From an optimization exercise on the open Yosys and OpenROAD flow, aimed at a short achievable clock period and few clock cycles; shortcuts taken in it are not production practice.
Only simulation tests tie the RTL to the original design; equivalence was not proved.
Power and IR drop assume default switching activity.

==> 08-16: inputs <==
// riscv_core
module riscv_core (
    input  logic        clk,
    input  logic        rst_n,
    output logic [31:0] imem_addr,
    input  logic [31:0] imem_rdata,
    output logic [64:0] dmem_req,
    input  logic [31:0] dmem_rdata,
    output logic        halted,
    output logic [31:0] instret
);
    logic [31:0] pc_q;
    logic        halted_q;
    logic [31:0] instret_q;
    logic [31:0] rf [1:31];
    logic        lk_v;
    logic [4:0]  lk_rd;
    logic [31:0] lk_val;
    logic        e_valid;
    logic        e_ld, e_st, e_br, e_jalr, e_halt, e_link;
    logic        e_wr;
    logic [4:0]  e_rd;
    logic        e_ne, e_pred, e_jp;
    logic        s_add, s_sub, s_sll, s_slt, s_xor, s_srl, s_sra, s_or, s_and;
    logic [31:0] e_a, e_op2, e_bv;
    logic        e_jal;
    logic [31:0] e_pc, e_pc4, e_off, e_lkv;
    logic        m_valid;
    logic        m_ld;
    logic [4:0]  m_rd;
    logic [31:0] m_res;
    logic [31:0] m_wdata;
    logic        m_st;
    logic        rp_q;
    logic [31:0] rp_pc_q;
    logic [31:0] ins;
    logic [6:0]  opc;
    logic [4:0]  rs1, rs2, rd;
    logic [2:0]  f3;
    logic        f_op, f_opi, f_ld, f_st, f_br, f_jal, f_jalr, f_halt;
    logic        use1, use2, f_wr, f_imm;
    logic [31:0] imm_i, imm_s;
    assign ins  = imem_rdata;
    assign opc  = ins[6:0];
    assign rs1  = ins[19:15];
    assign rs2  = ins[24:20];
    assign rd   = ins[11:7];
    assign f3   = ins[14:12];
  ...
==> flow/config.mk <==
export PLATFORM = sky130hd
export DESIGN_NAME = riscv_core
export DESIGN_NICKNAME = riscv_core
export VERILOG_FILES = /design/flow/design.v
export SDC_FILE = /design/flow/constraint.sdc
export NUM_CORES = 4
export LEC_CHECK = 0
export CAP_MARGIN = 20
export CORE_MARGIN = 2
export CORE_UTILIZATION = 40
export SLEW_MARGIN = 20
==> flow/constraint.sdc <==
create_clock -name core_clock -period 11.0 [get_ports {clk}]
set_input_delay 2.2000 -clock core_clock [delete_from_list [all_inputs] [get_ports {clk}]]
set_output_delay 2.2000 -clock core_clock [all_outputs]
set_load 0.01 [all_outputs]
standard.sh (not shown) runs the stock make flow with config.mk's settings and CLKGATE_MAP_FILE= SYNTH_SCRIPT=/design/flow/synth_recipe.tcl, a recipe that flattens the netlist after the stock synthesis.
==> flow/flow/run.sh <==
#!/bin/bash
# The standard layout (standard.sh) with these changes:
#  - synthesis: synth_recipe.tcl unchanged except that ORFS's final ABC
#    mapping call runs flow/abc_delay.script (strash; dch; map; sizing)
#    instead of abc_speed.script, whose area recovery turns the design's
#    prefix adders into chains of maj3 cells;
#  - ADDER_MAP_FILE empty: no full/half adder cell extraction, for the same
#    reason;
#  - SETUP_SLACK_MARGIN 7.6: timing repair keeps working on paths well inside
#    the 11 ns clock.
# Registers, their names and cell types, the SDC, clock period and I/O
# constraints are the standard flow's. Each tool's log stays in orfs/logs.
set -uo pipefail
here=$PWD
{
  head -1 synth_recipe.tcl
  cat <<'TCL'
proc abc {args} {
  set i [lsearch -exact $args -script]
  if {$i >= 0} { set args [lreplace $args $i [expr {$i + 1}] -script $::env(MY_ABC_SCRIPT)] }
  yosys abc {*}$args
}
TCL
  tail -n +2 synth_recipe.tcl
} > my_synth.tcl
export MY_ABC_SCRIPT=$here/flow/abc_delay.script
sed "s#SYNTH_SCRIPT=[^ ]*#SYNTH_SCRIPT=$here/my_synth.tcl#" standard.sh > my_standard.sh
grep -q "SYNTH_SCRIPT=$here/my_synth.tcl" my_standard.sh || { echo "could not set synthesis script"; exit 1; }
bash my_standard.sh ADDER_MAP_FILE= SETUP_SLACK_MARGIN=7.6 finish > flow_make.log 2>&1
status=$?
exit $status
==> flow/flow/abc_delay.script <==
strash
dch
map
buffer -c
topo
stime -c
upsize -c
dnsize -c
==> 02-10: changes against 08-16 <==
--- a/flow/design.v
+++ b/flow/design.v
@@ -135,18 +135,20 @@
     logic        e_ld, e_st, e_br, e_jalr, e_halt, e_link;
     logic        e_wr;
     logic [4:0]  e_rd;
     logic        e_ne, e_pred, e_jp;
     logic        s_add, s_sub, s_sll, s_slt, s_xor, s_srl, s_sra, s_or, s_and;
-    logic [31:0] e_a, e_op2, e_bv;
+    logic [31:0] e_a, e_bv, e_imm;
+    logic        e_useimm;
     logic        e_jal;
     logic [31:0] e_pc, e_pc4, e_off, e_lkv;
     logic        m_valid;
     logic        m_ld;
     logic [4:0]  m_rd;
     logic [31:0] m_res;
     logic [31:0] m_wdata;
+    logic [31:0] m_addr;
     logic        m_st;
     logic        rp_q;
     logic [31:0] rp_pc_q;
     logic [31:0] ins;
     logic [6:0]  opc;
@@ -223,11 +225,11 @@
     assign stall = e_valid && e_ld && ((use1 && m1e) || (use2 && m2e));
     logic [31:0] a, op2, bv, sum, diff;
     logic        slt, taken, redirect;
     logic [31:0] redir_pc;
     assign a   = e_a;
-    assign op2 = e_op2;
+    assign op2 = e_useimm ? e_imm : e_bv;
     assign bv  = e_bv;
     logic c_sum, c_diff;
     ks_add #(.W(32)) u_sum  (.a(a), .b(op2),  .cin(1'b0), .s(sum),  .cout(c_sum));
     ks_add #(.W(32)) u_diff (.a(a), .b(~op2), .cin(1'b1), .s(diff), .cout(c_diff));
     assign slt  = (a[31] != op2[31]) ? a[31] : diff[31];
@@ -326,29 +328,33 @@
         s_sra    <= f_op && f3 == 3'b101 && ins[30];
         s_or     <= (f_op || f_opi) && f3 == 3'b110;
         s_and    <= (f_op || f_opi) && f3 == 3'b111;
         e_a      <= fwd1;
         e_bv     <= fwd2;
-        e_op2    <= f_imm ? (f_st ? imm_s : imm_i) : fwd2;
+        e_imm    <= f_st ? imm_s : imm_i;
+        e_useimm <= f_imm;
         e_pc     <= pc_q;
         e_pc4    <= pc4;
         e_lkv    <= lk_val;
         e_off    <= f_jal ? {{11{ins[31]}}, ins[31], ins[19:12], ins[20], ins[30:21], 1'b0}
                           : {{19{ins[31]}}, ins[31], ins[7], ins[30:25], ins[11:8], 1'b0};
     end
     always_ff @(posedge clk) begin
         m_ld    <= e_ld;
         m_rd    <= e_rd;
         m_res   <= alu;
+    end
+    always_ff @(posedge clk) begin
+        m_addr  <= sum;
         m_wdata <= bv;
     end
     always_ff @(posedge clk) begin
         if (m_valid) begin
             rf[m_rd] <= wb;
         end
     end
     assign imem_addr = pc_q;
-    assign dmem_req  = {m_res, m_wdata, m_st};
+    assign dmem_req  = {m_addr, m_wdata, m_st};
     assign halted    = halted_q;
     assign instret   = instret_q;
 endmodule
 `default_nettype wire
--- a/flow/flow/run.sh
+++ b/flow/flow/run.sh
@@ -4,11 +4,11 @@
 #    mapping call runs flow/abc_delay.script (strash; dch; map; sizing)
 #    instead of abc_speed.script, whose area recovery turns the design's
 #    prefix adders into chains of maj3 cells;
 #  - ADDER_MAP_FILE empty: no full/half adder cell extraction, for the same
 #    reason;
-#  - SETUP_SLACK_MARGIN 7.6: timing repair keeps working on paths well inside
+#  - SETUP_SLACK_MARGIN 8: timing repair keeps working on paths well inside
 #    the 11 ns clock.
 # Registers, their names and cell types, the SDC, clock period and I/O
 # constraints are the standard flow's. Each tool's log stays in orfs/logs.
 set -uo pipefail
 here=$PWD
@@ -24,8 +24,8 @@
   tail -n +2 synth_recipe.tcl
 } > my_synth.tcl
 export MY_ABC_SCRIPT=$here/flow/abc_delay.script
 sed "s#SYNTH_SCRIPT=[^ ]*#SYNTH_SCRIPT=$here/my_synth.tcl#" standard.sh > my_standard.sh
 grep -q "SYNTH_SCRIPT=$here/my_synth.tcl" my_standard.sh || { echo "could not set synthesis script"; exit 1; }
-bash my_standard.sh ADDER_MAP_FILE= SETUP_SLACK_MARGIN=7.6 finish > flow_make.log 2>&1
+bash my_standard.sh ADDER_MAP_FILE= SETUP_SLACK_MARGIN=8 finish > flow_make.log 2>&1
 status=$?
 exit $status
==> 12-09: changes against 08-16 <==
--- a/flow/flow/run.sh
+++ b/flow/flow/run.sh
@@ -4,11 +4,11 @@
 #    mapping call runs flow/abc_delay.script (strash; dch; map; sizing)
 #    instead of abc_speed.script, whose area recovery turns the design's
 #    prefix adders into chains of maj3 cells;
 #  - ADDER_MAP_FILE empty: no full/half adder cell extraction, for the same
 #    reason;
-#  - SETUP_SLACK_MARGIN 7.6: timing repair keeps working on paths well inside
+#  - SETUP_SLACK_MARGIN 8: timing repair keeps working on paths well inside
 #    the 11 ns clock.
 # Registers, their names and cell types, the SDC, clock period and I/O
 # constraints are the standard flow's. Each tool's log stays in orfs/logs.
 set -uo pipefail
 here=$PWD
@@ -24,8 +24,8 @@
   tail -n +2 synth_recipe.tcl
 } > my_synth.tcl
 export MY_ABC_SCRIPT=$here/flow/abc_delay.script
 sed "s#SYNTH_SCRIPT=[^ ]*#SYNTH_SCRIPT=$here/my_synth.tcl#" standard.sh > my_standard.sh
 grep -q "SYNTH_SCRIPT=$here/my_synth.tcl" my_standard.sh || { echo "could not set synthesis script"; exit 1; }
-bash my_standard.sh ADDER_MAP_FILE= SETUP_SLACK_MARGIN=7.6 finish > flow_make.log 2>&1
+bash my_standard.sh ADDER_MAP_FILE= SETUP_SLACK_MARGIN=8 finish > flow_make.log 2>&1
 status=$?
 exit $status
==> run notes <==
In fmax, 12-09 and 08-16 hardly differ.
The lowest critical path depth belongs to 08-16, the highest to 02-10.
The highest clock skew belongs to 08-16, the lowest to 02-10.
Worst hold slack: 02-10 < 12-09 < 08-16.
Die area: 08-16 is lower than 02-10 (about 1.4%).
Against 12-09, the combinational power of 08-16 is lower by 7.3%.
Between 12-09 and 08-16, the lower global-route usage is in 08-16 (gap 0.69 points).
==> figures <==
metric                                                                   12-09                      02-10                    08-16
Result of the run                                     timing/DRC/antenna clean   timing/DRC/antenna clean  timing/DRC/antenna clean
Xor/xnor share of the synthesized area                                  1.118%                     1.182%                   1.118%
Worst path required time                                              11.68 ns                   11.69 ns                 11.65 ns
Wirelength per Cell                                                   37.78 um                   39.22 um                 37.85 um
Master of the slowest instance on the critical path  sky130_fd_sc_hd__o211ai_1  sky130_fd_sc_hd__o211ai_1  sky130_fd_sc_hd__a32o_2
Final sequential cell count                                              1,404                      1,410                    1,404
Area of the multi-input gates                                      37,610 um^2                39,860 um^2              36,420 um^2
NetSw                                                                  4727 uW                    5262 uW                  4667 uW
Number of placement rows                                                   159                        160                      159
TritonCTS sink count                                                     1,404                      1,410                    1,404
Cells after Synth                                                        8,777                      8,877                    8,777
Worst R2R Path Depth                                                        10                         13                        8
Cell seen most often among critical-path stages        sky130_fd_sc_hd__buf_16    sky130_fd_sc_hd__buf_12                        -
Vias in the first global route                                          75,210                     77,600                   73,810
Die H                                                                 437.6 um                   440.8 um                 437.6 um
Testbench counts of 08-16, summed over its fixed seeds: cycles 47,385.
Testbench counts of 02-10, summed over its fixed seeds: cycles 47,385.
Testbench counts of 12-09, summed over its fixed seeds: cycles 47,385.

[separate check: timing with driven ports]
Ports are ideal in the flow. The routed layouts listed here were re-timed in OpenROAD. Step 1 assumes that a clkbuf_16 drives the clock port and a buf_2 every other input. Step 2 times the ports against the registers' clock, not the clock port: input delays grow and output delays shrink by t, the midpoint of the rising clock arrivals with the driver on. Three values: no drivers, after step 1, after step 2; two values: the first two.
| run | t (ns) | setup slack, ns | worst setup path at the end | slew at the worst register clock pin (ns) |
|---|---|---|---|---|
| 08-16 | 0.909 | 7.290 / 7.048 / 6.139 | input to register | 0.08 / 0.08 |
| 02-10 | 0.925 | 7.135 / 6.655 / 5.730 | input to register | 0.08 / 0.08 |
| 12-09 | 0.919 | 7.297 / 7.045 / 6.126 | input to register | 0.07 / 0.07 |
After both steps every run listed still meets setup and hold. For 02-10, which loses most, drivers alone change the setup slack by -0.480 ns; drivers and shift together by -1.405 ns.
